This design comes from an exercise in tuning for small area on the open sky130 flow, not from production work.
Function was checked by simulation only, so behaviour that the tests miss may differ from the original.
Power is estimated from default activity; no workload was simulated.

[flow/run.sh]
#!/bin/bash
# synth_recipe.tcl (not shown) runs the flow's synth.tcl, then flattens the netlist and writes it again
# the make line also repeats each setting of config.mk as NAME=value (left out here)
make -C /OpenROAD-flow-scripts/flow DESIGN_CONFIG=/design/flow/config.mk WORK_HOME=/design/flow/orfs CLKGATE_MAP_FILE= SYNTH_SCRIPT=/design/flow/synth_recipe.tcl finish
[flow/config.mk]
export PLATFORM = sky130hd
export DESIGN_NAME = microcode_dualbank
export DESIGN_NICKNAME = microcode_dualbank
export VERILOG_FILES = /design/flow/design.v
export SDC_FILE = /design/flow/constraint.sdc
export NUM_CORES = 4
export LEC_CHECK = 0
export CAP_MARGIN = 20
export CORE_MARGIN = 2
export CORE_UTILIZATION = 40
export PLACE_DENSITY = 0.6
export SLEW_MARGIN = 20
[flow/constraint.sdc]
create_clock -name core_clock -period 7.0 [get_ports {clk}]
set_input_delay 1.4000 -clock core_clock [delete_from_list [all_inputs] [get_ports {clk}]]
set_output_delay 1.4000 -clock core_clock [all_outputs]
set_load 0.01 [all_outputs]
[flow/design.v]
module microcode_dualbank #(
  parameter int NUM_ADDRESS_LINES = 5,
  parameter int NUM_WORDS         = 32,
  parameter int NUM_STATE_BITS    = 4,
  parameter int NUM_CONTROL_BITS  = 32,
  parameter int STATE_CAPTURE_BIT = NUM_ADDRESS_LINES,
  parameter int READ_LATENCY      = 0,
  parameter int WORD_W            = NUM_CONTROL_BITS + 2*NUM_STATE_BITS
) (
  input  logic                         clk,
  input  logic                         rst,
  input  logic [NUM_ADDRESS_LINES-1:0] address,
  input  logic                         load_start,
  input  logic                         load_valid,
  input  logic [WORD_W-1:0]            load_data,
  output logic                         load_ready,
  input  logic                         swap_req,
  output logic                         loaded,
  output logic [WORD_W-1:0]            load_csum,
  output logic                         active_bank,
  output logic                         ready,
  output logic [NUM_CONTROL_BITS-1:0]  ctl_out,
  output logic [NUM_ADDRESS_LINES-1:0] jadr,
  output logic [NUM_STATE_BITS-1:0]    states
);
  localparam int AW = NUM_ADDRESS_LINES;
  localparam int SB = NUM_STATE_BITS;
  localparam logic [AW:0]   WORDS_EXT = (AW+1)'(NUM_WORDS);
  localparam logic [AW-1:0] LAST_PTR  = AW'(NUM_WORDS-1);
  typedef enum logic [1:0] {IDLE, LOADING, LOADED} load_state_t;
  load_state_t       load_state;
  logic [AW-1:0]     ptr;
  logic [WORD_W-1:0] bank [2][NUM_WORDS];
  logic              accept;
  logic              swap;
  logic              shadow_bank;
  logic [WORD_W-1:0] word_p0;
  logic [WORD_W-1:0] word;
  logic [SB-1:0]     state_value;
  logic [SB-1:0]     state_mask;
  assign accept = ~rst & ~load_start & load_valid & load_ready & (load_state == LOADING);
  assign swap   = ~load_start & (load_state == LOADED) & (~ready | swap_req);
  always_ff @(posedge clk) begin
    if (rst) begin
      load_state <= IDLE;
      ptr        <= '0;
      load_ready <= 1'b0;
      loaded     <= 1'b0;
      load_csum  <= '0;
    end else if (load_start) begin
      load_state <= LOADING;
      ptr        <= '0;
      load_ready <= 1'b1;
      loaded     <= 1'b0;
      load_csum  <= '0;
    end else begin
      case (load_state)
        LOADING: begin
          if (accept) begin
            load_csum <= load_csum ^ load_data;
            ptr       <= ptr + 1'b1;
            if (ptr == LAST_PTR) begin
              load_state <= LOADED;
              load_ready <= 1'b0;
              loaded     <= 1'b1;
            end
          end
        end
        LOADED: begin
          if (swap) begin
            load_state <= IDLE;
            loaded     <= 1'b0;
          end
        end
        default: ;
      endcase
    end
  end
  assign shadow_bank = ~active_bank;
  always_ff @(posedge clk) begin
    if (accept) bank[shadow_bank][ptr] <= load_data;
  end
  always_comb begin
    word_p0 = '0;
    if ({1'b0, address} < WORDS_EXT) word_p0 = bank[active_bank][address];
  end
  generate
    if (READ_LATENCY == 1) begin : g_reg
      logic [WORD_W-1:0] word_p1;
      always_ff @(posedge clk) begin
        if (rst) word_p1 <= '0;
        else     word_p1 <= word_p0;
      end
      assign word = word_p1;
    end else begin : g_comb
      assign word = word_p0;
    end
  endgenerate
  assign ctl_out     = word[WORD_W-1:2*SB];
  assign jadr        = ctl_out[AW-1:0];
  assign state_value = word[SB-1:0];
  assign state_mask  = word[2*SB-1:SB];
  always_ff @(posedge clk) begin
    if (rst) begin
      active_bank <= 1'b0;
      ready       <= 1'b0;
      states      <= '0;
    end else if (swap) begin
      active_bank <= ~active_bank;
      ready       <= 1'b1;
      states      <= '0;
    end else if (ready && ctl_out[STATE_CAPTURE_BIT]) begin
      states <= (states & ~state_mask) | (state_value & state_mask);
    end
  end
endmodule
==> results of run 1 <==
==> per-stage QoR <==
stage	std cells	total power, mW	worst slack (ns)	cell area, um2
floorplan	4121	18.3	0.458	99400
global placement	7597	18.9	0.616	107000
detailed placement	7597	18.9	0.756	107000
CTS	8044	32.1	0.736	115000
global route	8045	32.7	0.670	115000
finish	8048	31.9	0.743	115000
==> power groups by stage <==
| stage | registers (mW) | logic, mW | clock network (mW) |
|---|---|---|---|
| finish | 17.2 | 1.41 | 13.3 |
| global placement | 17.5 | 1.40 | 0 |
| floorplan | 17.5 | 0.778 | 0 |
| detailed placement | 17.5 | 1.42 | 0 |
| global route | 17.2 | 1.49 | 14.1 |
| CTS | 17.2 | 1.42 | 13.5 |
==> metal layers <==
metal / track usage (%) / share of wire, %
met2: 36.4 / 49
met5: 0 / 0.0057
met1: 31.6 / 40
met4: 5.89 / 2.6
met3: 3.46 / 8.4
==> worst reg2reg max path: stages (launching register included) <==
cell	delay [ns]
dfxtp_4	0.50
inv_2	0.40
buf_4	0.37
nor2_1	0.16
nand3_1	0.55
nor2_4	0.88
buf_12	0.36
==> cells by family (layout without fill, tap and decap cells) <==
kind of cell / after synthesis / after routing
xor+xnor: 44 / 44
fa+ha+maj: 2 / 2
compound gates: 127 / 127
mux: 806 / 806
other cells: 0 / 4
buf+inv: 230 / 823
simple gates: 298 / 298
flops: 2614 / 2614
==> final timing paths <==
path,from,to,slack (ns),cells after the start
hold reg to reg,flop,flop,0.51,2
setup reg to reg,active_bank,bank[13][23],3.36,6
setup / recovery,address[0],ctl_out[10],0.74,9
hold / removal,flop,flop,0.51,2
==> cells in the final DEF, fill, tap and decap left out, types with 5 or more instances in the layout <==
cell type           n
o211ai_1            5
nor2b_1            24
inv_16              5
mux2_2             15
clkinvlp_4          6
clkbuf_1           47
clkbuf_8           11
a31oi_1            13
dfxtp_1            53
or3_1               6
nand2_1            98
clkinv_2           42
buf_2              23
buf_4             208
bufinv_16          28
a22oi_1            30
clkdlybuf4s50_1    89
clkinv_1           56
clkbuf_16         244
buf_12             48
xor2_1             42
o21ai_0             7
nand3_1            18
edfxtp_1         2560
nor2_1             58
a22o_1             13
mux2i_1            14
nor2_4             61
mux4_2            777
a21oi_1            19
a211oi_1           19
inv_6               5
==> flip-flops by register name (all words and copies together) (netlist names), named ones only <==
signal and count:
active_bank 1, bank 2560, load_csum 40, load_ready 1, load_state 2, ptr 5
ready 1
==> layout make-up <==
cell class	count	area, um2	area share (%)
inverters	4	22.5	0.0196
multi-input cells	1277	20900	18.3
diodes	4	10.0	0.00873
clock inverters	145	1540	1.34
repair buffers	372	3580	3.13
well taps	3330	4170	3.63
flip-flops and latches	2614	78000	68.0
clock buffers	302	6430	5.61
==> results.sh, run 1 <==
export IMPL_io_pins=135
export IMPL_clock_power_share_pct=41.7
export IMPL_fin_skew_ns=0.0366
export IMPL_path_common_cell="mux4_2"
export IMPL_syn_avg_cell_area_um2=24.1
export IMPL_antenna_found_initial=10
export IMPL_cts_sinks=2614
export IMPL_fin_crit_sh_pct=89.4
export IMPL_relSlewSlack_pct=19.8
export IMPL_hold_viol_final=0
export IMPL_start_util_pct=40.1
export IMPL_drtIter0Drc=6704
export IMPL_synth_compound_area_share_pct=0.919
export IMPL_synth_fa_ha_area_share_pct=0.0252
export IMPL_post_route_min_period_ns=6.26
export IMPL_core_um2=248000
export IMPL_globalRouteTotalUtil_pct=22.4
export IMPL_max_stage_delay_ns=0.63
export IMPL_synth_edff_count=2560
export IMPL_slew_violations=0
export IMPL_finalSetupViolCount=0
export IMPL_ys_types=50
export IMPL_nFillCells=20202
export IMPL_yosysMostFrequentCell="edfxtp_1"
export IMPL_synth_area_um2=99400
export IMPL_chipWidth_um=503
export IMPL_rows=183
export IMPL_slowest_stage="clkdlybuf4s50_1"
export IMPL_synth_net_count=4173
export IMPL_cp_num_buf_inv=4
export IMPL_grt_pass1_wl_um=389000
export IMPL_drive_gt1_share_pct=31.7
export IMPL_cap_viol_max_count=0
export IMPL_grt_setup_unrepaired="false"
export IMPL_post_cts_buffers=0
export IMPL_dp_hpwl_um=156000
export IMPL_cpLargestDelayFamily="buffers and inverters"
export IMPL_routed_wl_um=282000
export IMPL_cts_resized=0
export IMPL_synth_flop_cell="edfxtp_1"
export IMPL_drc=0
export IMPL_clock_latency_ns=0.90
export IMPL_seq_power_share_pct=53.9
export IMPL_timing_fmax_mhz=160
export IMPL_grt_max_degree=66
export IMPL_cts_buffer_depth=3
export IMPL_utilization_pct=46.2
export IMPL_port_buffer_count=134
export IMPL_grt_pass1_vias=47404
export IMPL_ys_warn_count=1
export IMPL_syn_to_final_growth_pct=15.3
export IMPL_tightestPinTransition_ns=1.20
export IMPL_synth_common_cells="edfxtp_1, mux4_2, nor2_1"
export IMPL_numCtsBuffers=241
export IMPL_worst_setup_path_start_kind="input port"
export IMPL_dieArea_um2=253000
export IMPL_cts_tree="done"
export IMPL_fin_nets=4562
export IMPL_yosys_area_top_type_share_pct=77.3
export IMPL_first_pass_iters=6
export IMPL_yosys_area_share_xor_xnor_pct=0.388
export IMPL_synthCells=4121
export IMPL_gp_congestion=0.782
export IMPL_vias=47818
export IMPL_cts_hold_buffers=0
export IMPL_crit_path_end_kind="output port"
export IMPL_crit_type="in2out"
export IMPL_ir_worst_vdd_uv=220
export IMPL_cts_htree_levels=4
export IMPL_internal_power_mw=25.3
export IMPL_grt_overflow_total=0
export IMPL_via_per_inst=5.94
export IMPL_synth_simple_area_share_pct=1.31
export IMPL_swShare_pct=20.6
export IMPL_synth_area_mux_share_pct=17.9
export IMPL_yosysTopAreaCell="edfxtp_1"
export IMPL_path_clk_slew_ns=0.06
export IMPL_synth_top_family_by_area="multiplexers"
export IMPL_finalSetupTns_ns=0
export IMPL_hold_class="reg2reg"
export IMPL_required_ns=5.60
export IMPL_power_density_nw_per_um2=278
export IMPL_antenna_left=0
export IMPL_crit_chain="buf_8 -> buf_12 -> buf_4 -> mux4_2 -> mux4_2 -> nor2b_1 -> a211oi_1 -> a31oi_2 -> clkdlybuf4s50_1"
export IMPL_worst_hold_slack_ns=0.505
export IMPL_power_switching_mw=6.58
export IMPL_fp_dieH_um=503
export IMPL_comb_power_share_pct=4.4
export IMPL_ys_seq_area_share_pct=78.4
export IMPL_run_status="complete, no violations"
export IMPL_cp_arrival_ns=4.86
export IMPL_wl_per_cell_um=35.1
export IMPL_cp_max_fo=25
export IMPL_synthArstFlopShare_pct=0
export IMPL_ys_ff_latch=2614
export IMPL_yosys_top_cells_area="edfxtp_1, mux4_2, dfxtp_1"
export IMPL_p_leak_nw=35.1
export IMPL_clock_root_buffer="clkbuf_16"
==> inputs of run 2 (changes only) <==
==> flow/design.v (replaced) <==
module microcode_dualbank #(
  parameter int NUM_ADDRESS_LINES = 5,
  parameter int NUM_WORDS         = 32,
  parameter int NUM_STATE_BITS    = 4,
  parameter int NUM_CONTROL_BITS  = 32,
  parameter int STATE_CAPTURE_BIT = NUM_ADDRESS_LINES,
  parameter int READ_LATENCY      = 0,
  parameter int WORD_W            = NUM_CONTROL_BITS + 2*NUM_STATE_BITS
) (
  input  logic                         clk,
  input  logic                         rst,
  input  logic [NUM_ADDRESS_LINES-1:0] address,
  input  logic                         load_start,
  input  logic                         load_valid,
  input  logic [WORD_W-1:0]            load_data,
  output logic                         load_ready,
  input  logic                         swap_req,
  output logic                         loaded,
  output logic [WORD_W-1:0]            load_csum,
  output logic                         active_bank,
  output logic                         ready,
  output logic [NUM_CONTROL_BITS-1:0]  ctl_out,
  output logic [NUM_ADDRESS_LINES-1:0] jadr,
  output logic [NUM_STATE_BITS-1:0]    states
);
  localparam int AW = NUM_ADDRESS_LINES;
  localparam int SB = NUM_STATE_BITS;
  localparam int CW = NUM_CONTROL_BITS;
  localparam int CB = STATE_CAPTURE_BIT;
  localparam int SW = CW - 1 + 7;
  logic [AW-1:0] ptr;
  logic          accept;
  logic          shift;
  logic          swap;
  assign accept = ~load_start & load_valid & load_ready;
  assign swap   = ~load_start & loaded & (~ready | swap_req);
  assign shift  = load_valid & load_ready;
  always_ff @(posedge clk) begin
    if (rst) begin
      ptr        <= '0;
      load_ready <= 1'b0;
      loaded     <= 1'b0;
      load_csum  <= '0;
    end else if (load_start) begin
      ptr        <= '0;
      load_ready <= 1'b1;
      loaded     <= 1'b0;
      load_csum  <= '0;
    end else begin
      if (accept) begin
        load_csum <= load_csum ^ load_data;
        ptr       <= ptr + 1'b1;
        if (&ptr) begin
          load_ready <= 1'b0;
          loaded     <= 1'b1;
        end
      end
      if (swap) loaded <= 1'b0;
    end
  end
  function automatic logic [SW-1:0] encode(input logic [WORD_W-1:0] w);
    logic [CW-1:0] c;
    logic [SB-1:0] m, v;
    logic [1:0]    x;
    logic [4:0]    g;
    c = w[WORD_W-1:2*SB];
    m = w[2*SB-1:SB];
    v = w[SB-1:0];
    x = c[CB] ? {m[3], m[3] & v[3]} : 2'b01;
    if (m[0] & v[0] & m[1] & v[1]) begin
      g = {2'b01, 1'b0, m[2], m[2] & v[2]};
    end else begin
      g[4:3] = {m[2], m[2] & v[2]};
      case ({m[0], m[1]})
        2'b00:   g[2:0] = 3'b000;
        2'b10:   g[2:0] = {2'b10, v[0]};
        2'b01:   g[2:0] = {2'b01, v[1]};
        default: g[2:0] = v[0] ? 3'b001 : {2'b11, v[1]};
      endcase
    end
    encode = {c[CW-1:CB+1], c[CB-1:0], x, g};
  endfunction
  logic [SW-1:0] shadow [NUM_WORDS];
  logic [SW-1:0] active [NUM_WORDS];
  always_ff @(posedge clk) begin
    if (shift) begin
      shadow[0] <= encode(load_data);
      for (int i = 1; i < NUM_WORDS; i++) shadow[i] <= shadow[i-1];
    end
  end
  always_ff @(posedge clk) begin
    if (swap)
      for (int k = 0; k < NUM_WORDS; k++) active[k] <= shadow[NUM_WORDS-1-k];
  end
  logic [SW-1:0] rd;
  logic          cap;
  logic [SB-1:0] state_mask;
  logic [SB-1:0] state_value;
  assign rd  = active[address];
  wire [1:0] x   = rd[6:5];
  wire [4:0] g   = rd[4:0];
  wire       esc = ~g[4] & g[3];
  assign cap            = x[1] | ~x[0];
  assign state_mask[3]  = x[1];
  assign state_value[3] = x[0];
  assign state_mask[2]  = esc ? g[1] : g[4];
  assign state_value[2] = esc ? g[0] : g[3];
  assign state_mask[0]  = esc | g[2] | (~g[1] & g[0]);
  assign state_value[0] = esc | (g[0] & ~(g[2] & g[1]));
  assign state_mask[1]  = esc | g[1] | (~g[2] & g[0]);
  assign state_value[1] = esc | (g[0] & (g[1] | g[2]));
  assign ctl_out = {rd[SW-1:7+CB], cap, rd[7+CB-1:7]};
  assign jadr    = ctl_out[AW-1:0];
  always_ff @(posedge clk) begin
    if (rst) begin
      active_bank <= 1'b0;
      ready       <= 1'b0;
      states      <= '0;
    end else if (swap) begin
      active_bank <= ~active_bank;
      ready       <= 1'b1;
      states      <= '0;
    end else if (ready && cap) begin
      states <= (states & ~state_mask) | (state_value & state_mask);
    end
  end
endmodule
--- a/flow/config.mk
+++ b/flow/config.mk
@@ -9,4 +9,5 @@
 export CORE_MARGIN = 2
-export CORE_UTILIZATION = 40
-export PLACE_DENSITY = 0.6
+export CORE_UTILIZATION = 65
+export CTS_CLUSTER_SIZE = 30
+export PLACE_DENSITY = 0.75
 export SLEW_MARGIN = 20
==> results.sh, run 2 <==
export IMPL_core_um2=127000
export IMPL_wl_met1_um=72200
export IMPL_vias=40879
export IMPL_power_density_nw_per_um2=305
export IMPL_ys_seq_area_share_pct=89.2
export IMPL_pre_cts_slack_ns=0.440
export IMPL_wl_per_cell_um=31.3
export IMPL_worst_setup_path_start_kind="input port"
export IMPL_clock_power_share_pct=39.8
export IMPL_cts_htree_levels=4
export IMPL_fin_nets=4363
export IMPL_grt_overflow_total=0
export IMPL_cap_viol_max_count=0
export IMPL_drc=0
export IMPL_cts_tree="done"
export IMPL_synth_common_cells="edfxtp_1, a22oi_1, nand2_1"
export IMPL_crit_type="in2out"
export IMPL_power_switching_mw=5.84
export IMPL_ys_warn_count=3
export IMPL_fp_dieH_um=362
export IMPL_finalInstanceArea_um2=94700
export IMPL_utilization_pct=74.5
export IMPL_start_util_pct=65.3
export IMPL_synth_edff_count=2432
export IMPL_fin_cells=6159
export IMPL_ir_worst_vdd_uv=245
export IMPL_finalSetupViolCount=0
export IMPL_cts_hold_buffers=0
export IMPL_via_per_inst=6.64
export IMPL_grt_pass1_vias=40330
export IMPL_fin_crit_sh_pct=95.5
export IMPL_dieArea_um2=131000
export IMPL_synth_net_count=3998
export IMPL_crit_path_end_kind="output port"
export IMPL_grt_max_degree=180
export IMPL_run_status="complete, no violations"
export IMPL_dp_hpwl_um=108000
export IMPL_nFillCells=6647
export IMPL_cts_buffer_depth=3
export IMPL_worst_hold_slack_ns=0.406
export IMPL_chipWidth_um=362
export IMPL_wl_met3_um=24200
export IMPL_rows=131
export IMPL_clock_root_buffer="clkbuf_16"
export IMPL_cts_resized=0
export IMPL_post_dp_cell_area_um2=87900
export IMPL_io_pins=135
export IMPL_routed_wl_um=193000
export IMPL_internal_power_mw=23.1
export IMPL_hold_class="reg2reg"
export IMPL_hold_viol_final=0
export IMPL_globalRouteTotalUtil_pct=29.6
export IMPL_post_cts_buffers=0
export IMPL_drive_gt1_share_pct=11.7
export IMPL_finalSetupTns_ns=0
export IMPL_ys_types=72
export IMPL_synthCells=3946
export IMPL_tightestPinTransition_ns=1.10
export IMPL_wl_met2_um=88700
export IMPL_worst_slack_ns=0.316
export IMPL_yosys_area_top_type_share_pct=87.9
export IMPL_swShare_pct=20.2
export IMPL_yosys_top_cells_area="edfxtp_1, a22oi_1, dfxtp_1"
export IMPL_required_ns=5.60
export IMPL_clock_latency_ns=0.85
export IMPL_yosysMostFrequentCell="edfxtp_1"
export IMPL_gp_congestion=0.871
export IMPL_final_common_cell="edfxtp_1"
export IMPL_grt_pass1_wl_um=276000
export IMPL_first_pass_iters=6
export IMPL_ys_ff_latch=2485
export IMPL_drtIter0Drc=6408
export IMPL_syn_avg_cell_area_um2=21.1
export IMPL_port_buffer_count=134
export IMPL_grt_setup_unrepaired="false"
export IMPL_cp_arrival_ns=5.28
export IMPL_post_route_min_period_ns=6.68
export IMPL_antenna_found_initial=3
export IMPL_rrSetupSlack_ns=4.23
export IMPL_reg_top3="active: 1216 flops, shadow: 1216 flops, load_csum: 40 flops"
export IMPL_syn_to_final_growth_pct=14.0
export IMPL_synthArstFlopShare_pct=0
export IMPL_final_cell_mix="edfxtp_1, a22oi_1, nand2_1, clkbuf_16, clkdlybuf4s50_1"
export IMPL_comb_power_share_pct=2.4
export IMPL_path_clk_slew_ns=0.06
export IMPL_synth_flop_cell="edfxtp_1"
export IMPL_seq_power_share_pct=57.7
export IMPL_top_layer_used="met5"
export IMPL_relSlewSlack_pct=26.7
export IMPL_timing_fmax_mhz=150
export IMPL_cp_max_fo=15
export IMPL_p_leak_nw=30.6
export IMPL_cts_sinks=2485
export IMPL_numCtsBuffers=222
export IMPL_antenna_left=0
export IMPL_total_power_mw=28.9
export IMPL_synth_area_um2=83100
export IMPL_yosysTopAreaCell="edfxtp_1"
export IMPL_slew_violations=0
export IMPL_fin_skew_ns=0.0449
export IMPL_dp_cells=5749
## run 2: cell types whose count changed in the layout (fill, tap and decap cells not counted), sizes merged, moves of 37 or more
cell	change
clkdlybuf4s50	+44
buf	-119
nand2	+146
edfxtp	-128
a22oi	+391
and3	+40
a22o	+37
mux4	-777
## run 2: power groups by stage
stage          combinational (mW)  sequential [mW]  clock (mW)
2_1_floorplan               0.334             17.2           0
3_3_place_gp                0.689             17.0           0
3_5_place_dp                0.701             17.0           0
4_1_cts                     0.705             16.7        11.6
5_1_grt                     0.746             16.7        12.1
6_report                    0.708             16.7        11.5
## run 2: worst max-delay path: stages
cell and delay, ns:
clkdlybuf4s50_1 0.79, or2_2 0.63, nor2_4 0.75, buf_4 0.36, a22oi_1 0.12, nand2_1 0.10
nor4_1 0.05, a31oi_1 0.42, clkdlybuf4s50_1 0.63
## run 2: path summary, 6_finish.rpt
| kind | from | end | cells after the start |
|---|---|---|---|
| setup reg to reg | load_ready | shadow[18][30] | 3 |
| hold / removal | shadow[1][6] | active[30][6] | 0 |
| setup / recovery | address[4] | ctl_out[24] | 9 |
| hold reg to reg | shadow[1][6] | active[30][6] | 0 |
## run 2: final cells by class
cell class | instances | area (um2) | area share [%]
Tap cell | 1662 | 2080 | 2.20
Multi-Input combinational cell | 1297 | 8540 | 9.01
Inverter | 8 | 33.8 | 0.0357
Sequential cell | 2485 | 74100 | 78.2
Clock inverter | 111 | 845 | 0.892
Antenna cell | 1 | 2.50 | 0.00264
Timing Repair Buffer | 297 | 3190 | 3.36
Clock buffer | 298 | 5950 | 6.29
## run 2: per-layer routing
layer,global-route usage [%],vias up
met5,0,-
met4,11.1,2
met3,6.35,490
met2,45.1,3120
met1,43.3,20521
li1,-,16746
## run 2: cells by family (layout without fill, tap and decap cells)
kind of cell	after synthesis	count (layout)	share of synthesized area (%)
AO/OA/AOI/OAI	648	648	5.93
XOR/XNOR	44	44	0.464
adder cells (fa/ha/maj)	2	2	0.0301
buffers and inverters	164	714	0.842
flip-flops	2485	2485	89.2
multiplexers	24	24	0.309
other	0	1	0
AND/OR/NAND/NOR	579	579	3.27
==> inputs of run 3 (changes only) <==
--- a/flow/config.mk
+++ b/flow/config.mk
@@ -10,2 +10,3 @@
 export CORE_UTILIZATION = 65
+export CTS_CLUSTER_DIAMETER = 100
 export CTS_CLUSTER_SIZE = 30
==> results.sh, run 3 <==
export IMPL_p_leak_nw=28.6
export IMPL_drtIter0Drc=6243
export IMPL_max_stage_delay_ns=0.78
export IMPL_path_clk_slew_ns=0.11
export IMPL_fin_crit_sh_pct=95.1
export IMPL_path_common_cell="clkdlybuf4s50_1"
export IMPL_synth_common_cells="edfxtp_1, a22oi_1, nand2_1"
export IMPL_core_um2=127000
export IMPL_cts_htree_levels=3
export IMPL_routed_wl_um=182000
export IMPL_start_util_pct=65.3
export IMPL_cts_buffer_depth=3
export IMPL_clock_root_buffer="clkbuf_16"
export IMPL_crit_path_end_kind="output port"
export IMPL_synth_simple_area_share_pct=3.27
export IMPL_reg_top3="active: 1216 flops, shadow: 1216 flops, load_csum: 40 flops"
export IMPL_yosys_area_share_xor_xnor_pct=0.464
export IMPL_power_density_nw_per_um2=266
export IMPL_io_pins=135
export IMPL_fin_skew_ns=0.0495
export IMPL_internal_power_mw=19.4
export IMPL_swShare_pct=19.6
export IMPL_cpLargestDelayFamily="buffers and inverters"
export IMPL_worst_hold_slack_ns=0.396
export IMPL_dieArea_um2=131000
export IMPL_fin_nets=4234
export IMPL_synth_edff_count=2432
export IMPL_synthCells=3946
export IMPL_synth_area_um2=83100
export IMPL_ys_ff_latch=2485
export IMPL_synth_fa_ha_area_share_pct=0.0301
export IMPL_finalSetupViolCount=0
export IMPL_total_power_mw=24.1
export IMPL_grt_setup_unrepaired="false"
export IMPL_cts_tree="done"
export IMPL_cap_viol_max_count=0
export IMPL_port_buffer_count=134
export IMPL_hold_viol_final=0
export IMPL_grt_pass1_wl_um=259000
export IMPL_run_status="complete, no violations"
export IMPL_grt_pass1_vias=37876
export IMPL_synth_top_family_by_area="compound AO/OA/AOI/OAI gates"
export IMPL_seq_power_share_pct=69.1
export IMPL_synth_flop_cell="edfxtp_1"
export IMPL_crit_type="in2out"
export IMPL_yosysTopAreaCell="edfxtp_1"
export IMPL_yosysMostFrequentCell="edfxtp_1"
export IMPL_syn_avg_cell_area_um2=21.1
export IMPL_utilization_pct=71.3
export IMPL_worst_setup_path_start_kind="input port"
export IMPL_clock_latency_ns=0.76
export IMPL_slew_violations=0
export IMPL_ys_types=72
export IMPL_crit_chain="clkdlybuf4s50_1 -> or2_2 -> nor2_4 -> buf_4 -> a22oi_1 -> nand2_1 -> nor4_1 -> a31oi_1 -> clkdlybuf4s50_1"
export IMPL_timing_fmax_mhz=150
export IMPL_via_per_inst=6.64
export IMPL_post_cts_buffers=0
export IMPL_ys_warn_count=3
export IMPL_first_pass_iters=6
export IMPL_comb_power_share_pct=2.9
export IMPL_tightestPinTransition_ns=1.06
export IMPL_synth_net_count=3998
export IMPL_gp_congestion=0.871
export IMPL_slowest_stage="clkdlybuf4s50_1"
export IMPL_grt_overflow_total=0
export IMPL_synthArstFlopShare_pct=0
export IMPL_syn_to_final_growth_pct=9.11
export IMPL_synth_compound_area_share_pct=5.93
export IMPL_cts_hold_buffers=0
export IMPL_dp_hpwl_um=108000
export IMPL_final_common_cell="edfxtp_1"
export IMPL_yosys_area_top_type_share_pct=87.9
export IMPL_drc=0
export IMPL_relSlewSlack_pct=29.3
export IMPL_cp_num_buf_inv=3
export IMPL_clock_power_share_pct=28.0
export IMPL_grt_max_degree=180
export IMPL_fp_dieH_um=362
export IMPL_globalRouteTotalUtil_pct=27.8
export IMPL_yosys_top_cells_area="edfxtp_1, a22oi_1, dfxtp_1"
export IMPL_hold_class="reg2reg"
export IMPL_wl_per_cell_um=30.7
export IMPL_rows=131
export IMPL_cts_resized=0
export IMPL_chipWidth_um=362
export IMPL_cp_max_fo=15
export IMPL_antenna_left=0
export IMPL_numCtsBuffers=93
export IMPL_required_ns=5.60
export IMPL_rrSetupSlack_ns=4.27
export IMPL_power_switching_mw=4.72
export IMPL_cts_sinks=2485
export IMPL_finalSetupTns_ns=0
export IMPL_synth_area_mux_share_pct=0.309
export IMPL_vias=39330
export IMPL_ys_seq_area_share_pct=89.2
export IMPL_final_cell_mix="edfxtp_1, a22oi_1, nand2_1, clkdlybuf4s50_1, buf_4"
export IMPL_antenna_found_initial=1
export IMPL_ir_worst_vdd_uv=293
export IMPL_cp_arrival_ns=5.26
export IMPL_drive_gt1_share_pct=7.79
export IMPL_post_route_min_period_ns=6.66
-- run 3: layer usage --
layer | wire, um | share of wire, % | track usage [%] | vias up
met5 | 0 | 0 | 0 | -
met1 | 70800 | 39 | 41.8 | 19958
met3 | 21000 | 12 | 5.19 | 356
met4 | 6220 | 3.4 | 8.64 | 0
met2 | 83900 | 46 | 42.5 | 2664
li1 | - | - | - | 16352
-- run 3: power groups by stage --
| stage | clock [mW] | combinational, mW | sequential, mW |
|---|---|---|---|
| 2_1_floorplan | 0 | 0.334 | 17.2 |
| 3_3_place_gp | 0 | 0.689 | 17.0 |
| 3_5_place_dp | 0 | 0.701 | 17.0 |
| 4_1_cts | 6.83 | 0.701 | 16.7 |
| 5_1_grt | 7.26 | 0.742 | 16.7 |
| 6_report | 6.75 | 0.702 | 16.7 |
-- run 3: cell type report --
cell class | count | area [um2]
flip-flops and latches | 2485 | 74100
clock inverters | 7 | 90.1
inverters | 8 | 33.8
well taps | 1662 | 2080
repair buffers | 297 | 3190
diodes | 1 | 2.50
multi-input cells | 1297 | 8540
clock buffers | 166 | 2650
fillers | 7223 | 36500
-- run 3: final timing paths --
check                             startpoint           end  cells past startpoint
worst max-delay path              address[4]   ctl_out[24]                      9
worst min-delay path            shadow[1][6]  shadow[2][6]                      0
worst max register to register  active[2][4]          flop                      8
worst min register to register  shadow[1][6]  shadow[2][6]                      0
-- run 3: worst reg2reg max path: stages, from the launching register on --
cell and delay [ns]:
edfxtp_1 0.40, mux2_2 0.27, a22oi_1 0.35, o31ai_1 0.19
nor4_1 0.35, a31oi_1 0.34, nor2b_1 0.32, and4b_1 0.24
a211oi_2 0.19
-- run 3: cells by family (layout without fill, tap and decap cells) --
| kind of cell | count (synthesis) | after routing |
|---|---|---|
| simple gates | 579 | 579 |
| buf+inv | 164 | 478 |
| xor+xnor | 44 | 44 |
| flops | 2485 | 2485 |
| mux | 24 | 24 |
| compound gates | 648 | 648 |
| other cells | 0 | 1 |
| fa+ha+maj | 2 | 2 |
-- run 3: per-stage QoR --
step	setup slack (ns)	cell area (um2)	std cells
2_1_floorplan	-16.09	83100	3946
3_5_place_dp	0.440	87900	5749
5_1_grt	0.296	90700	5922
6_report	0.344	90700	5923
3_3_place_gp	0.496	87900	5749
4_1_cts	0.422	90700	5922
==> inputs of run 4 (changes only) <==
--- a/flow/design.v
+++ b/flow/design.v
@@ -1 +1,16 @@
+module mc_aoi222 (input logic a1, a2, b1, b2, c1, c2, output logic y);
+  assign y = ~((a1 & a2) | (b1 & b2) | (c1 & c2));
+endmodule
+module mc_aoi22 (input logic a1, a2, b1, b2, output logic y);
+  assign y = ~((a1 & a2) | (b1 & b2));
+endmodule
+module mc_sel32 (input logic [31:0] d, input logic [31:0] s, output logic y);
+  logic [10:0] p;
+  for (genvar k = 0; k < 10; k++) begin : g
+    mc_aoi222 u (.a1(d[3*k]), .a2(s[3*k]), .b1(d[3*k+1]), .b2(s[3*k+1]),
+                 .c1(d[3*k+2]), .c2(s[3*k+2]), .y(p[k]));
+  end
+  mc_aoi22 u10 (.a1(d[30]), .a2(s[30]), .b1(d[31]), .b2(s[31]), .y(p[10]));
+  assign y = ~&p;
+endmodule
 module microcode_dualbank #(
@@ -98,3 +113,11 @@
   logic [SB-1:0] state_value;
-  assign rd  = active[address];
+  logic [NUM_WORDS-1:0] sel;
+  always_comb for (int k = 0; k < NUM_WORDS; k++) sel[k] = (address == AW'(k));
+  for (genvar b = 0; b < SW; b++) begin : g_rd
+    logic [NUM_WORDS-1:0] col;
+    for (genvar k = 0; k < NUM_WORDS; k++) begin : g_col
+      assign col[k] = active[k][b];
+    end
+    mc_sel32 u_sel (.d(col), .s(sel), .y(rd[b]));
+  end
   wire [1:0] x   = rd[6:5];
--- a/flow/config.mk
+++ b/flow/config.mk
@@ -14 +14,2 @@
 export SLEW_MARGIN = 20
+export SYNTH_HIERARCHICAL = 1
==> results.sh, run 4 <==
export IMPL_run_status="complete, no violations"
export IMPL_antenna_left=0
export IMPL_synth_edff_count=2432
export IMPL_wl_per_cell_um=32.1
export IMPL_pre_cts_slack_ns=0.540
export IMPL_ys_seq_area_share_pct=91.3
export IMPL_numCtsBuffers=93
export IMPL_port_buffer_count=134
export IMPL_synthArstFlopShare_pct=0
export IMPL_slew_violations=0
export IMPL_tightestPinTransition_ns=0.922
export IMPL_synthCells=3354
export IMPL_ys_warn_count=9
export IMPL_clock_root_buffer="clkbuf_16"
export IMPL_dp_hpwl_um=97200
export IMPL_first_pass_iters=9
export IMPL_cts_sinks=2485
export IMPL_rr_worst_depth=4
export IMPL_path_clk_slew_ns=0.10
export IMPL_post_route_min_period_ns=6.59
export IMPL_grt_pass1_wl_um=245000
export IMPL_fin_crit_sh_pct=94.1
export IMPL_utilization_pct=71.4
export IMPL_multi_input_area_um2=6900
export IMPL_worst_setup_path_start_kind="input port"
export IMPL_drive_gt1_share_pct=8.23
export IMPL_cts_resized=0
export IMPL_cts_hold_buffers=0
export IMPL_vias=36923
export IMPL_antenna_found_initial=7
export IMPL_grt_setup_unrepaired="false"
export IMPL_cap_viol_max_count=0
export IMPL_required_ns=5.60
export IMPL_yosysTopAreaCell="edfxtp_1"
export IMPL_total_power_mw=23.9
export IMPL_final_cell_mix="edfxtp_1, a222oi_1, clkdlybuf4s50_1, clkbuf_16, buf_4"
export IMPL_dp_cells=5187
export IMPL_finalSetupViolCount=0
export IMPL_crit_path_end_kind="output port"
export IMPL_gp_congestion=0.861
export IMPL_globalRouteTotalUtil_pct=26.9
export IMPL_cp_arrival_ns=5.19
export IMPL_nFillCells=6736
export IMPL_p_leak_nw=27.0
export IMPL_fin_nets=3697
export IMPL_synth_flop_cell="edfxtp_1"
export IMPL_cp_endpoint="ctl_out[2]"
export IMPL_syn_to_final_growth_pct=8.92
export IMPL_synth_common_cells="edfxtp_1, a222oi_1, nor2_1"
export IMPL_worstReg2RegStart="ready"
export IMPL_post_cts_buffers=0
export IMPL_max_stage_delay_ns=0.72
export IMPL_hold_class="reg2reg"
export IMPL_drc=0
export IMPL_chipWidth_um=357
export IMPL_yosys_top_cells_area="edfxtp_1, a222oi_1, dfxtp_1"
export IMPL_power_density_nw_per_um2=270
export IMPL_timing_fmax_mhz=152
export IMPL_start_util_pct=65.6
export IMPL_fin_cells=5346
export IMPL_ys_ff_latch=2485
export IMPL_crit_start="address[1]"
export IMPL_cts_tree="done"
export IMPL_worst_slack_ns=0.414
export IMPL_r2r_end="active[18][27]"
export IMPL_grt_overflow_total=0
export IMPL_cts_htree_levels=3
export IMPL_io_pins=135
export IMPL_cp_max_fo=17
export IMPL_routed_wl_um=172000
export IMPL_fp_dieH_um=357
export IMPL_finalSetupTns_ns=0
export IMPL_relSlewSlack_pct=38.5
export IMPL_grt_pass1_vias=36106
export IMPL_ff_latch_area_um2=74100
export IMPL_final_common_cell="edfxtp_1"
export IMPL_yosys_area_top_type_share_pct=90.0
export IMPL_core_um2=124000
export IMPL_synth_area_um2=81200
export IMPL_crit_chain="clkdlybuf4s50_1 -> nand2b_1 -> buf_4 -> nor2_4 -> buf_4 -> a222oi_1 -> nand3_1 -> or3_1 -> clkdlybuf4s50_1"
export IMPL_fin_skew_ns=0.0321
export IMPL_slowest_stage="nor2_4"
export IMPL_rrSetupSlack_ns=4.14
export IMPL_clock_latency_ns=0.73
export IMPL_cp_depth=9
export IMPL_cts_buffer_depth=3
export IMPL_ys_types=41
export IMPL_syn_avg_cell_area_um2=24.2
export IMPL_cp_num_buf_inv=4
export IMPL_grt_max_degree=164
export IMPL_dieArea_um2=128000
export IMPL_via_per_inst=6.91
export IMPL_yosysMostFrequentCell="edfxtp_1"
export IMPL_crit_type="in2out"
export IMPL_drtIter0Drc=7447
export IMPL_synth_net_count=3406
export IMPL_reg_top3="active: 1216 flops, shadow: 1216 flops, load_csum: 40 flops"
export IMPL_ir_worst_vdd_uv=247
export IMPL_cpLargestDelayFamily="buffers and inverters"
export IMPL_hold_viol_final=0
export IMPL_rows=129
## run 4: through the flow
step,hold WS [ns],cell area [um2]
floorplan,0.400,81200
global placement,0.403,85700
detailed placement,0.405,85700
CTS,0.426,88400
global route,0.430,88400
finish,0.425,88400
## run 4: metal layers
metal	GRT usage (%)	wire length, um	vias to the layer above
met1	40.0	64300	18919
met2	41.2	79700	2585
met4	7.89	4760	8
li1	-	-	15138
met5	0	42	-
met3	5.78	22900	273
## run 4: worst min path at each step
stage                               from       endpoint  slack (ns)  depth (start not counted)
after floorplan            shadow[31][0]   active[0][0]        0.40                          0
after detailed placement   shadow[31][9]   active[0][9]        0.40                          0
after global placement    shadow[31][11]  active[0][11]        0.40                          0
after global routing      shadow[31][20]  active[0][20]        0.43                          0
after CTS                 shadow[31][18]  active[0][18]        0.43                          0
final                     shadow[31][18]  active[0][18]        0.42                          0
## run 4: layout make-up
| type | count | area share (%) |
|---|---|---|
| inverter | 4 | 0.0212 |
| multi-input combinational | 805 | 7.80 |
| sequential | 2485 | 83.8 |
| timing repair buffer | 256 | 3.04 |
| clock buffer | 150 | 2.92 |
| tap | 1637 | 2.32 |
| antenna | 1 | 0.00283 |
| clock inverter | 8 | 0.0991 |
## run 4: cells by family after synthesis
kind of cell               synth area share [%]
and+or+nand+nor                            2.24
muxes                                    0.0139
DFF                                        91.3
buffers and inverters                     0.543
xor gates and xnor gates                  0.453
AOI/OAI and AO/OA                          5.45
adders and majority gates                0.0308
## run 4: power breakdown
| part | total [mW] | internal (mW) | switching [mW] |
|---|---|---|---|
| clock | 6.63 | 2.59 | 4.04 |
| sequential | 16.7 | 16.5 | 0.139 |
| combinational | 0.620 | 0.197 | 0.422 |
## run 4: modules after synthesis (local to each module, per instance)
module / flip-flops and latches / cells
microcode_dualbank: 2485 / 2784
mc_aoi22: 0 / 1
mc_aoi222: 0 / 1
mc_sel32: 0 / 4
==> inputs of run 5 (changes only) <==
--- a/flow/config.mk
+++ b/flow/config.mk
@@ -7,3 +7,3 @@
 export LEC_CHECK = 0
-export CAP_MARGIN = 20
+export CAP_MARGIN = 5
 export CORE_MARGIN = 2
@@ -11,5 +11,5 @@
 export CTS_CLUSTER_DIAMETER = 100
-export CTS_CLUSTER_SIZE = 30
+export CTS_CLUSTER_SIZE = 25
 export PLACE_DENSITY = 0.75
-export SLEW_MARGIN = 20
+export SLEW_MARGIN = 5
 export SYNTH_HIERARCHICAL = 1
==> results.sh, run 5 <==
export IMPL_worst_slack_ns=0.370
export IMPL_worst_hold_slack_ns=0.424
export IMPL_crit_chain="clkdlybuf4s50_1 -> nand2b_1 -> buf_4 -> nor2_4 -> buf_4 -> a222oi_1 -> nand3_1 -> or3_1 -> clkdlybuf4s50_1"
export IMPL_ys_seq_area_share_pct=91.3
export IMPL_cap_viol_max_count=0
export IMPL_core_um2=124000
export IMPL_slowest_stage="nor2_4"
export IMPL_gp_congestion=0.861
export IMPL_gr_usage_met3_pct=6.10
export IMPL_tightestPinTransition_ns=1.01
export IMPL_synth_edff_count=2432
export IMPL_synth_area_um2=81200
export IMPL_ys_types=41
export IMPL_worst_setup_path_start_kind="input port"
export IMPL_dp_hpwl_um=97200
export IMPL_cp_max_fo=17
export IMPL_grt_pass1_vias=36314
export IMPL_post_route_min_period_ns=6.63
export IMPL_met1_usage_pct=40.8
export IMPL_cp_arrival_ns=5.23
export IMPL_ys_ff_latch=2485
export IMPL_antenna_left=0
export IMPL_clock_root_buffer="clkbuf_16"
export IMPL_grt_setup_unrepaired="false"
export IMPL_finalSetupViolCount=0
export IMPL_hold_viol_final=0
export IMPL_via_per_inst=6.92
export IMPL_crit_path_end_kind="output port"
export IMPL_required_ns=5.60
export IMPL_crit_type="in2out"
export IMPL_pre_cts_slack_ns=0.540
export IMPL_post_cts_buffers=0
export IMPL_grt_pass1_wl_um=247000
export IMPL_cts_sinks=2485
export IMPL_clock_latency_ns=0.74
export IMPL_yosys_area_top_type_share_pct=90.0
export IMPL_dieArea_um2=128000
export IMPL_yosysTopAreaCell="edfxtp_1"
export IMPL_yosysMostFrequentCell="edfxtp_1"
export IMPL_path_clk_slew_ns=0.10
export IMPL_power_density_nw_per_um2=276
export IMPL_drive_gt1_share_pct=8.62
export IMPL_final_common_cell="edfxtp_1"
export IMPL_reg_top3="active: 1216 flops, shadow: 1216 flops, load_csum: 40 flops"
export IMPL_io_pins=135
export IMPL_timing_fmax_mhz=151
export IMPL_port_buffer_count=134
export IMPL_run_status="complete, no violations"
export IMPL_fin_nets=3714
export IMPL_fin_crit_sh_pct=94.7
export IMPL_cts_buffer_depth=3
export IMPL_globalRouteTotalUtil_pct=27.0
export IMPL_routed_wl_um=173000
export IMPL_finalSetupTns_ns=0
export IMPL_relSlewSlack_pct=32.5
export IMPL_slew_violations=0
export IMPL_synthArstFlopShare_pct=0
export IMPL_ys_warn_count=9
export IMPL_use_met2_pct=40.8
export IMPL_start_util_pct=65.6
export IMPL_drtIter0Drc=7104
export IMPL_vias=37203
export IMPL_antenna_found_initial=7
export IMPL_first_pass_iters=10
export IMPL_cts_tree="done"
export IMPL_syn_avg_cell_area_um2=24.2
export IMPL_cts_resized=0
export IMPL_synthCells=3354
export IMPL_syn_to_final_growth_pct=9.53
export IMPL_grt_busiest_layer="met1"
export IMPL_drc=0
export IMPL_fp_dieH_um=357
export IMPL_p_leak_nw=27.3
export IMPL_cts_htree_levels=3
export IMPL_rows=129
export IMPL_wl_per_cell_um=32.1
export IMPL_utilization_pct=71.8
export IMPL_grt_overflow_total=0
export IMPL_cts_hold_buffers=0
export IMPL_total_power_mw=24.5
export IMPL_grt_max_degree=164
export IMPL_ir_worst_vdd_uv=207
export IMPL_max_stage_delay_ns=0.75
export IMPL_chipWidth_um=357
export IMPL_hold_class="reg2reg"
export IMPL_yosys_top_cells_area="edfxtp_1, a222oi_1, dfxtp_1"
export IMPL_fin_skew_ns=0.0339
export IMPL_synth_flop_cell="edfxtp_1"
export IMPL_numCtsBuffers=110
export IMPL_synth_common_cells="edfxtp_1, a222oi_1, nor2_1"
export IMPL_final_cell_mix="edfxtp_1, a222oi_1, clkdlybuf4s50_1, clkbuf_16, buf_4"
export IMPL_synth_net_count=3406
run 5: cell counts after synthesis:
No cell type changed its count.
run 5: kinds of logic after synthesis:
kind of cell    Yosys count  share of synthesized area, %
fa+ha+maj                 2                        0.0308
xor+xnor                 42                         0.453
mux                       1                        0.0139
buf+inv                  64                         0.543
simple gates            319                          2.24
compound gates          441                          5.45
flops                  2485                          91.3
run 5: power breakdown:
part	switching, mW	internal [mW]	leakage, nW	total [mW]
logic	0.424	0.197	3.14	0.621
registers	0.140	16.5	22.6	16.7
clock network	4.17	3.05	1.51	7.22
total	4.74	19.8	27.3	24.5
run 5: path summary, 6_finish.rpt:
kind,slack [ns],from,to,depth (start not counted)
hold reg to reg,0.42,shadow[31][18],active[0][18],0
hold / removal,0.42,shadow[31][18],active[0][18],0
setup reg to reg,4.11,ready,active[18][27],4
setup / recovery,0.37,address[1],ctl_out[2],9
run 5: critical path, delay by kind of cell:
kind	cells	cell delay, ns
AND/OR/NAND/NOR	4	1.63
buffers and inverters	4	2.01
AO/OA/AOI/OAI	1	0.15
run 5: per-module statistics from Yosys (local to each module, per instance):
module / cells / times used
mc_aoi22: 1 / 38
mc_sel32: 4 / 38
microcode_dualbank: 2784 / 1
mc_aoi222: 1 / 380
run 5: per-layer routing:
layer / vias up / wire, um
li1: 15193 / -
met1: 19095 / 65000
met2: 2650 / 79800
met3: 257 / 23700
met4: 8 / 4200
met5: - / 38
run 5: area by class of cell:
| class | count | area [um2] |
|---|---|---|
| Multi-Input combinational cell | 805 | 6900 |
| Inverter | 4 | 18.8 |
| Tap cell | 1637 | 2050 |
| Clock inverter | 7 | 83.8 |
| Antenna cell | 2 | 5.00 |
| Timing Repair Buffer | 256 | 2690 |
| Clock buffer | 180 | 3080 |
| Fill cell | 6666 | 34900 |
| Sequential cell | 2485 | 74100 |
run 5: metrics by stage:
step / cell area (um2) / std cells
2_1_floorplan: 81200 / 3354
3_3_place_gp: 85700 / 5187
3_5_place_dp: 85700 / 5187
4_1_cts: 88900 / 5374
5_1_grt: 88900 / 5374
6_report: 88900 / 5376
==> inputs of run 6 (changes only) <==
==> flow/flow/run.sh (new file) <==
#!/bin/bash
# Layout flow: the standard ORFS flow with three changes that only save cell area:
#  - clock tree synthesis without dummy loads, with sinks clustered up to 25 to a leaf buffer;
#  - every input and output port is still buffered, but with the smallest buffer cell;
#  - after global routing, non-critical cells are sized down (RECOVER_POWER).
# Synthesis is the standard one (standard.sh runs it unchanged).
set -euo pipefail
bash standard.sh \
  "CTS_ARGS=-sink_clustering_enable -repair_clock_nets -dont_use_dummy_load -sink_clustering_size 25 -sink_clustering_max_diameter 100" \
  "BUFFER_PORTS_ARGS=-buffer_cell sky130_fd_sc_hd__buf_1" \
  "RECOVER_POWER=100" \
  finish > flow_standard.log 2>&1
==> flow/standard.sh (new file) <==
#!/bin/bash
# synth_recipe.tcl (not shown) runs the flow's synth.tcl, then flattens the netlist and writes it again
# the make line also repeats each setting of config.mk as NAME=value (left out here)
make -C /OpenROAD-flow-scripts/flow DESIGN_CONFIG=/design/flow/config.mk WORK_HOME=/design/flow/orfs CLKGATE_MAP_FILE= SYNTH_SCRIPT=/design/flow/synth_recipe.tcl "${@:-finish}"
--- a/flow/config.mk
+++ b/flow/config.mk
@@ -7,9 +7,7 @@
 export LEC_CHECK = 0
-export CAP_MARGIN = 5
+export CAP_MARGIN = 20
 export CORE_MARGIN = 2
 export CORE_UTILIZATION = 65
-export CTS_CLUSTER_DIAMETER = 100
-export CTS_CLUSTER_SIZE = 25
 export PLACE_DENSITY = 0.75
-export SLEW_MARGIN = 5
+export SLEW_MARGIN = 20
 export SYNTH_HIERARCHICAL = 1
removed: flow/run.sh
==> results.sh, run 6 <==
export IMPL_wl_per_cell_um=31.1
export IMPL_synthArstFlopShare_pct=0
export IMPL_ys_types=41
export IMPL_antenna_left=0
export IMPL_power_switching_mw=4.54
export IMPL_hold_class="reg2reg"
export IMPL_clock_latency_ns=0.71
export IMPL_rows=129
export IMPL_via_per_inst=6.78
export IMPL_violations="max-capacitance violations, max-slew violations"
export IMPL_fp_dieH_um=357
export IMPL_cp_arrival_ns=5.12
export IMPL_tightestPinTransition_ns=4.35
export IMPL_relSlewSlack_pct=-190
export IMPL_grt_pass1_wl_um=232000
export IMPL_cp_depth=8
export IMPL_post_route_min_period_ns=6.52
export IMPL_worst_hold_slack_ns=0.408
export IMPL_swShare_pct=19.0
export IMPL_grt_setup_unrepaired="false"
export IMPL_start_util_pct=65.6
export IMPL_utilization_pct=70.3
export IMPL_yosys_area_top_type_share_pct=90.0
export IMPL_synth_common_cells="edfxtp_1, a222oi_1, nor2_1"
export IMPL_ys_seq_area_share_pct=91.3
export IMPL_slew_violations=1509
export IMPL_drive_gt1_share_pct=7.27
export IMPL_syn_avg_cell_area_um2=24.2
export IMPL_syn_to_final_growth_pct=7.19
export IMPL_crit_chain="clkbuf_1 -> nand2b_1 -> nor2_4 -> clkbuf_2 -> a222oi_1 -> nand4_1 -> or3_1 -> buf_1"
export IMPL_finalSetupViolCount=0
export IMPL_fin_nets=3686
export IMPL_yosys_top_cells_area="edfxtp_1, a222oi_1, dfxtp_1"
export IMPL_total_power_mw=24.0
export IMPL_grt_overflow_total=0
export IMPL_cts_buffer_depth=3
export IMPL_path_clk_slew_ns=0.09
export IMPL_seq_power_share_pct=69.5
export IMPL_cts_htree_levels=3
export IMPL_cp_num_buf_inv=3
export IMPL_required_ns=5.60
export IMPL_cts_tree="done"
export IMPL_chipWidth_um=357
export IMPL_grt_pass1_vias=34689
export IMPL_vias=35722
export IMPL_slowest_stage="clkbuf_2"
export IMPL_core_um2=124000
export IMPL_grt_max_degree=195
export IMPL_synth_flop_cell="edfxtp_1"
export IMPL_ys_warn_count=9
export IMPL_comb_power_share_pct=2.2
export IMPL_clock_power_share_pct=28.3
export IMPL_synth_area_um2=81200
export IMPL_dp_hpwl_um=96300
export IMPL_clock_root_buffer="clkbuf_16"
export IMPL_max_stage_delay_ns=0.82
export IMPL_worst_hold_path_num_cells=0
export IMPL_post_dp_cell_area_um2=84500
export IMPL_io_pins=135
export IMPL_ys_ff_latch=2485
export IMPL_ir_worst_vdd_uv=210
export IMPL_yosysMostFrequentCell="edfxtp_1"
export IMPL_reg_top3="active: 1216 flops, shadow: 1216 flops, load_csum: 40 flops"
export IMPL_drc=0
export IMPL_synth_edff_count=2432
export IMPL_dieArea_um2=128000
export IMPL_yosysTopAreaCell="edfxtp_1"
export IMPL_globalRouteTotalUtil_pct=25.6
export IMPL_cp_max_fo=27
export IMPL_worst_setup_path_start_kind="input port"
export IMPL_crit_path_end_kind="output port"
export IMPL_power_density_nw_per_um2=275
export IMPL_gp_congestion=0.809
export IMPL_drtIter0Drc=6509
export IMPL_timing_fmax_mhz=153
export IMPL_cts_sinks=2485
export IMPL_cts_resized=0
export IMPL_final_cell_mix="edfxtp_1, a222oi_1, buf_1, clkbuf_16, nand4_1"
export IMPL_cap_viol_max_count=18
export IMPL_final_common_cell="edfxtp_1"
export IMPL_hold_viol_final=0
export IMPL_crit_type="in2out"
export IMPL_port_buffer_count=134
export IMPL_finalSetupTns_ns=0
export IMPL_routed_wl_um=164000
export IMPL_cpLargestDelayFamily="simple AND/OR/NAND/NOR gates"
export IMPL_synthCells=3354
export IMPL_post_cts_buffers=0
export IMPL_first_pass_iters=8
export IMPL_numCtsBuffers=109
export IMPL_fin_skew_ns=0.0328
export IMPL_finalInstanceArea_um2=87000
export IMPL_antenna_found_initial=6
export IMPL_run_status="complete, but fails checks"
export IMPL_internal_power_mw=19.4
export IMPL_rr_worst_depth=4
export IMPL_p_leak_nw=26.5
export IMPL_cts_hold_buffers=0
export IMPL_synth_net_count=3406
export IMPL_fin_crit_sh_pct=93.2
-- run 6: per-layer routing --
metal,share of wire (%),vias to the layer above,GRT usage (%)
li1,-,15050,-
met5,0.0086,-,0
met2,46,2217,38.2
met1,38,18222,37.7
met4,2.4,4,6.57
met3,14,229,7.89
-- run 6: metrics by stage --
stage / cells / setup WS (ns)
floorplan: 3354 / -13.33
detailed placement: 5160 / 1.11
global route: 5269 / 0.429
finish: 5270 / 0.478
global placement: 5160 / 1.15
CTS: 5269 / 1.09
-- run 6: area by class of cell --
class | count | area, um2
Sequential cell | 2485 | 74100
Fill cell | 6959 | 36800
Multi-Input combinational cell | 805 | 6880
Clock buffer | 109 | 2730
Tap cell | 1637 | 2050
Timing Repair Buffer | 229 | 1250
Inverter | 4 | 16.3
Antenna cell | 1 | 2.50
-- run 6: power groups by stage --
stage	Combinational (mW)	Sequential [mW]	Clock (mW)
detailed placement	0.535	17.0	0
global placement	0.526	17.0	0
global route	0.566	16.7	7.33
floorplan	0.320	17.2	0
finish	0.529	16.7	6.77
CTS	0.536	16.7	6.86
-- run 6: worst register-to-register path: stages, from the launching register on --
cell and delay [ns]:
dfxtp_1 0.48, nor2b_2 0.26, nor2_1 1.01, clkbuf_1 0.81, clkbuf_2 2.61
-- run 6: cell families (layout without fill, tap and decap cells) --
| logic type | Yosys count | after routing | synth area share, % |
|---|---|---|---|
| buffers and inverters | 64 | 342 | 0.543 |
| AOI/OAI and AO/OA | 441 | 441 | 5.45 |
| muxes | 1 | 1 | 0.0139 |
| other | 0 | 1 | 0 |
| adders and majority gates | 2 | 2 | 0.0308 |
| xor gates and xnor gates | 42 | 42 | 0.453 |
| DFF | 2485 | 2485 | 91.3 |
| and+or+nand+nor | 319 | 319 | 2.24 |
-- run 6: modules after synthesis (local to each module, per instance) --
module,copies in the design,flip-flops and latches,area (um2)
microcode_dualbank,1,2485,76000
mc_sel32,38,0,23.8
mc_aoi22,38,0,12.5
mc_aoi222,380,0,10.0
-- run 6: path summary, 6_finish.rpt --
check	to	start	slack (ns)
max	ctl_out[0]	address[4]	0.48
min	active[10][32]	shadow[21][32]	0.41
min reg2reg	active[10][32]	shadow[21][32]	0.41
max reg2reg	active[6][19]	ready	1.16
==> inputs of run 7 (changes only) <==
--- a/flow/design.v
+++ b/flow/design.v
@@ -3,7 +3,20 @@
 endmodule
-module mc_aoi22 (input logic a1, a2, b1, b2, output logic y);
-  assign y = ~((a1 & a2) | (b1 & b2));
+module mc_nand2 (input logic a, b, output logic y);
+  assign y = ~(a & b);
+endmodule
+module mc_nand4 (input logic a, b, c, d, output logic y);
+  assign y = ~(a & b & c & d);
+endmodule
+module mc_or3 (input logic a, b, c, output logic y);
+  assign y = a | b | c;
+endmodule
+module mc_nor2 (input logic a, b, output logic y);
+  assign y = ~(a | b);
+endmodule
+module mc_xor2 (input logic a, b, output logic y);
+  assign y = a ^ b;
 endmodule
 module mc_sel32 (input logic [31:0] d, input logic [31:0] s, output logic y);
-  logic [10:0] p;
+  logic [11:0] p;
+  logic [2:0]  q;
   for (genvar k = 0; k < 10; k++) begin : g
@@ -12,4 +25,14 @@
   end
-  mc_aoi22 u10 (.a1(d[30]), .a2(s[30]), .b1(d[31]), .b2(s[31]), .y(p[10]));
-  assign y = ~&p;
+  mc_nand2 u10 (.a(d[30]), .b(s[30]), .y(p[10]));
+  mc_nand2 u11 (.a(d[31]), .b(s[31]), .y(p[11]));
+  mc_nand4 n0 (.a(p[0]), .b(p[1]), .c(p[2]),  .d(p[3]),  .y(q[0]));
+  mc_nand4 n1 (.a(p[4]), .b(p[5]), .c(p[6]),  .d(p[7]),  .y(q[1]));
+  mc_nand4 n2 (.a(p[8]), .b(p[9]), .c(p[10]), .d(p[11]), .y(q[2]));
+  mc_or3   o0 (.a(q[0]), .b(q[1]), .c(q[2]), .y(y));
+endmodule
+module mc_csum_bit (input logic q, d, acc, clr, output logic y);
+  logic n, x;
+  mc_nand2 u0 (.a(d), .b(acc), .y(n));
+  mc_xor2  u1 (.a(q), .b(n), .y(x));
+  mc_nor2  u2 (.a(clr), .b(x), .y(y));
 endmodule
@@ -57,3 +80,2 @@
       loaded     <= 1'b0;
-      load_csum  <= '0;
     end else if (load_start) begin
@@ -62,6 +84,4 @@
       loaded     <= 1'b0;
-      load_csum  <= '0;
     end else begin
       if (accept) begin
-        load_csum <= load_csum ^ load_data;
         ptr       <= ptr + 1'b1;
@@ -75,2 +95,10 @@
   end
+  logic [WORD_W-1:0] csum_next;
+  logic              csum_clr;
+  assign csum_clr = rst | load_start;
+  for (genvar b = 0; b < WORD_W; b++) begin : g_csum
+    mc_csum_bit u (.q(load_csum[b]), .d(load_data[b]), .acc(accept), .clr(csum_clr),
+                   .y(csum_next[b]));
+  end
+  always_ff @(posedge clk) load_csum <= csum_next;
   function automatic logic [SW-1:0] encode(input logic [WORD_W-1:0] w);
==> flow/flow/run.sh (replaced) <==
#!/bin/bash
# Layout flow: the standard ORFS flow with two changes that only save cell area:
#  - clock tree synthesis without dummy loads, with sinks clustered up to 25 to a leaf buffer;
#  - every input and output port is still buffered, but with the smallest buffer cell.
# Synthesis is the standard one (standard.sh runs it unchanged).
set -euo pipefail
bash standard.sh \
  "CTS_ARGS=-sink_clustering_enable -repair_clock_nets -dont_use_dummy_load -sink_clustering_size 25 -sink_clustering_max_diameter 100" \
  "BUFFER_PORTS_ARGS=-buffer_cell sky130_fd_sc_hd__buf_1" \
  finish > flow_standard.log 2>&1
--- a/flow/config.mk
+++ b/flow/config.mk
@@ -7,3 +7,3 @@
 export LEC_CHECK = 0
-export CAP_MARGIN = 20
+export CAP_MARGIN = 5
 export CORE_MARGIN = 2
@@ -11,3 +11,3 @@
 export PLACE_DENSITY = 0.75
-export SLEW_MARGIN = 20
+export SLEW_MARGIN = 5
 export SYNTH_HIERARCHICAL = 1
==> results.sh, run 7 <==
export IMPL_fin_cells=5290
export IMPL_grt_pass1_wl_um=208000
export IMPL_grt_overflow_total=0
export IMPL_ys_seq_area_share_pct=91.8
export IMPL_io_pins=135
export IMPL_synth_flop_cell="edfxtp_1"
export IMPL_clock_latency_ns=0.71
export IMPL_wl_per_cell_um=26.4
export IMPL_via_per_inst=6.51
export IMPL_chipWidth_um=356
export IMPL_drc=0
export IMPL_cts_buffer_depth=3
export IMPL_seq_power_share_pct=69.7
export IMPL_worst_slack_ns=0.941
export IMPL_fin_nets=3701
export IMPL_globalRouteTotalUtil_pct=21.9
export IMPL_synthArstFlopShare_pct=0
export IMPL_grt_pass1_vias=33769
export IMPL_internal_power_mw=19.4
export IMPL_cap_viol_max_count=0
export IMPL_drtIter0Drc=5954
export IMPL_final_cell_mix="edfxtp_1, a222oi_1, buf_1, nand2_1, nand4_1"
export IMPL_synth_edff_count=2432
export IMPL_yosys_top_cells_area="edfxtp_1, a222oi_1, dfxtp_1"
export IMPL_ys_ff_latch=2485
export IMPL_nFillCells=6977
export IMPL_hold_class="reg2reg"
export IMPL_clock_root_buffer="clkbuf_16"
export IMPL_cp_arrival_ns=4.66
export IMPL_fin_skew_ns=0.0401
export IMPL_first_pass_iters=10
export IMPL_synth_common_cells="edfxtp_1, a222oi_1, nand2_1"
export IMPL_cts_hold_buffers=0
export IMPL_post_cts_buffers=0
export IMPL_grt_setup_unrepaired="false"
export IMPL_port_buffer_count=134
export IMPL_vias=34414
export IMPL_numCtsBuffers=109
export IMPL_cts_resized=0
export IMPL_drive_gt1_share_pct=6.14
export IMPL_worst_setup_path_start_kind="input port"
export IMPL_run_status="complete, no violations"
export IMPL_relSlewSlack_pct=17.3
export IMPL_synth_area_um2=80700
export IMPL_power_switching_mw=4.45
export IMPL_p_leak_nw=26.3
export IMPL_antenna_left=0
export IMPL_timing_fmax_mhz=165
export IMPL_antenna_found_initial=25
export IMPL_clock_power_share_pct=28.1
export IMPL_dp_cells=5175
export IMPL_worst_hold_slack_ns=0.409
export IMPL_total_power_mw=23.9
export IMPL_post_route_min_period_ns=6.06
export IMPL_finalSetupTns_ns=0
export IMPL_crit_type="in2out"
export IMPL_rows=129
export IMPL_cp_max_fo=26
export IMPL_cts_htree_levels=3
export IMPL_pre_cts_slack_ns=1.06
export IMPL_ys_warn_count=9
export IMPL_yosysTopAreaCell="edfxtp_1"
export IMPL_slew_violations=0
export IMPL_comb_power_share_pct=2.1
export IMPL_path_clk_slew_ns=0.09
export IMPL_gp_congestion=0.789
export IMPL_yosysMostFrequentCell="edfxtp_1"
export IMPL_reg_top3="active: 1216 flops, shadow: 1216 flops, load_csum: 40 flops"
export IMPL_finalSetupViolCount=0
export IMPL_synth_net_count=3424
export IMPL_routed_wl_um=140000
export IMPL_start_util_pct=65.4
export IMPL_core_um2=123000
export IMPL_yosys_area_top_type_share_pct=90.5
export IMPL_syn_to_final_growth_pct=7.46
export IMPL_crit_path_end_kind="output port"
export IMPL_cts_tree="done"
export IMPL_dieArea_um2=127000
export IMPL_hold_viol_final=0
export IMPL_fin_crit_sh_pct=86.6
export IMPL_grt_max_degree=201
export IMPL_ir_worst_vdd_uv=220
export IMPL_power_density_nw_per_um2=275
export IMPL_syn_avg_cell_area_um2=23.9
export IMPL_cts_sinks=2485
export IMPL_ys_types=35
export IMPL_fp_dieH_um=356
export IMPL_dp_hpwl_um=84000
export IMPL_final_common_cell="edfxtp_1"
export IMPL_tightestPinTransition_ns=1.24
export IMPL_required_ns=5.60
export IMPL_synthCells=3372
export IMPL_swShare_pct=18.6
-- run 7: cell types whose count changed after synthesis, moves of 2 or more --
cell / change
nor2_1: -3
nand4_1: +37
buf_6: -5
or3b_2: +2
nor2b_1: +2
nand4b_1: -40
buf_4: -3
a22oi_2: -38
nand2_1: +114
nand3_1: -37
buf_2: -9
-- run 7: path summary, 6_finish.rpt --
kind	start	to	slack [ns]	depth (start not counted)
hold reg to reg	shadow[31][17]	active[0][17]	0.41	0
setup / recovery	address[4]	ctl_out[28]	0.94	8
setup reg to reg	ready	active[23][31]	4.12	3
hold / removal	shadow[31][17]	active[0][17]	0.41	0
-- run 7: Yosys stat by module (local to each module, per instance), a selection --
module / area, um2 / flip-flops and latches / times used / cells
mc_nand4: 6.26 / 0 / 114 / 1
mc_aoi222: 10.0 / 0 / 380 / 1
microcode_dualbank: 75000 / 2485 / 1 / 2644
mc_nor2: 3.75 / 0 / 40 / 1
mc_nand2: 3.75 / 0 / 116 / 1
mc_or3: 6.26 / 0 / 38 / 1
-- run 7: cell type report --
| cell class | instances | area [um2] | area share (%) |
|---|---|---|---|
| sequential | 2485 | 74100 | 85.4 |
| antenna | 6 | 15.0 | 0.0173 |
| inverter | 3 | 15.0 | 0.0173 |
| multi-input combinational | 842 | 6550 | 7.55 |
| timing repair buffer | 208 | 1270 | 1.47 |
| clock buffer | 109 | 2730 | 3.15 |
| tap | 1637 | 2050 | 2.36 |
-- run 7: routing by layer --
metal  global-route usage [%]  wire length, um  vias to the layer above  part of all wire (%)
met4                     5.29             2690                       12                   1.9
met1                     33.0            57300                    17625                    41
met5                        0               73                        -                 0.052
li1                         -                -                    14994                     -
met3                     5.03            14400                      178                    10
met2                     33.5            65300                     1605                    47
-- run 7: cell families after synthesis --
family | after synthesis | share of synthesized area, %
buffers and inverters | 45 | 0.383
flip-flops | 2485 | 91.8
XOR/XNOR | 42 | 0.456
AND/OR/NAND/NOR | 393 | 2.41
AO/OA/AOI/OAI | 405 | 4.90
adder cells (fa/ha/maj) | 2 | 0.0310
-- run 7: worst max-delay path, stage by stage --
cell and delay, ns:
buf_1 0.14, nand2b_1 0.75, nor2_4 0.38, buf_4 0.33
a222oi_1 0.38, nand4_1 0.51, or3_1 0.59, buf_1 0.16
-- run 7: stage by stage --
stage | cell area, um2 | util (%)
final | 86700 | 70.2
after global routing | 86700 | 70.2
after CTS | 86700 | 70.2
after detailed placement | 84000 | 68.0
after global placement | 84000 | 68.0
after floorplan | 80700 | -
-- run 7: power by group through the flow --
stage / clock network (mW) / logic [mW] / registers [mW]
after floorplan: 0 / 0.299 / 17.2
after global placement: 0 / 0.505 / 16.9
after detailed placement: 0 / 0.515 / 17.0
after CTS: 6.88 / 0.517 / 16.6
after global routing: 7.31 / 0.553 / 16.7
final: 6.71 / 0.512 / 16.6

==> separate check: timing with driven ports <==
Ports are ideal in the flow. The routed layouts listed here were re-timed in OpenROAD.
Step 1 (the two cells are an assumption about what drives the block):
set clk [get_ports {clk}]
set_driving_cell -lib_cell sky130_fd_sc_hd__clkbuf_16 $clk
set_driving_cell -lib_cell sky130_fd_sc_hd__buf_2 [delete_from_list [all_inputs] $clk]
Step 2 times the ports against the registers' clock, not the clock port: input delays grow and output delays shrink by t, the midpoint of the rising clock arrivals with the driver on.
Three values: ideal ports, drivers, drivers and shift; two values: the first two.
run	shift t [ns]	slack for setup (ns)	worst register clock-pin slew, ns
run 1	0.978	0.743 / 0.651 / 0.651	0.07 / 0.07
run 2	0.915	0.316 / 0.285 / 0.285	0.07 / 0.07
run 3	0.815	0.344 / 0.311 / 0.311	0.12 / 0.12
run 4	0.790	0.414 / 0.380 / 0.380	0.12 / 0.12
run 5	0.792	0.370 / 0.337 / 0.337	0.11 / 0.11
run 6	0.776	0.478 / 0.448 / -0.235	0.10 / 0.10
run 7	0.757	0.941 / 0.822 / 0.822	0.10 / 0.10
The setup slack of run 6, which loses most, moves by -0.030 ns with the drivers and by -0.713 ns with both steps.
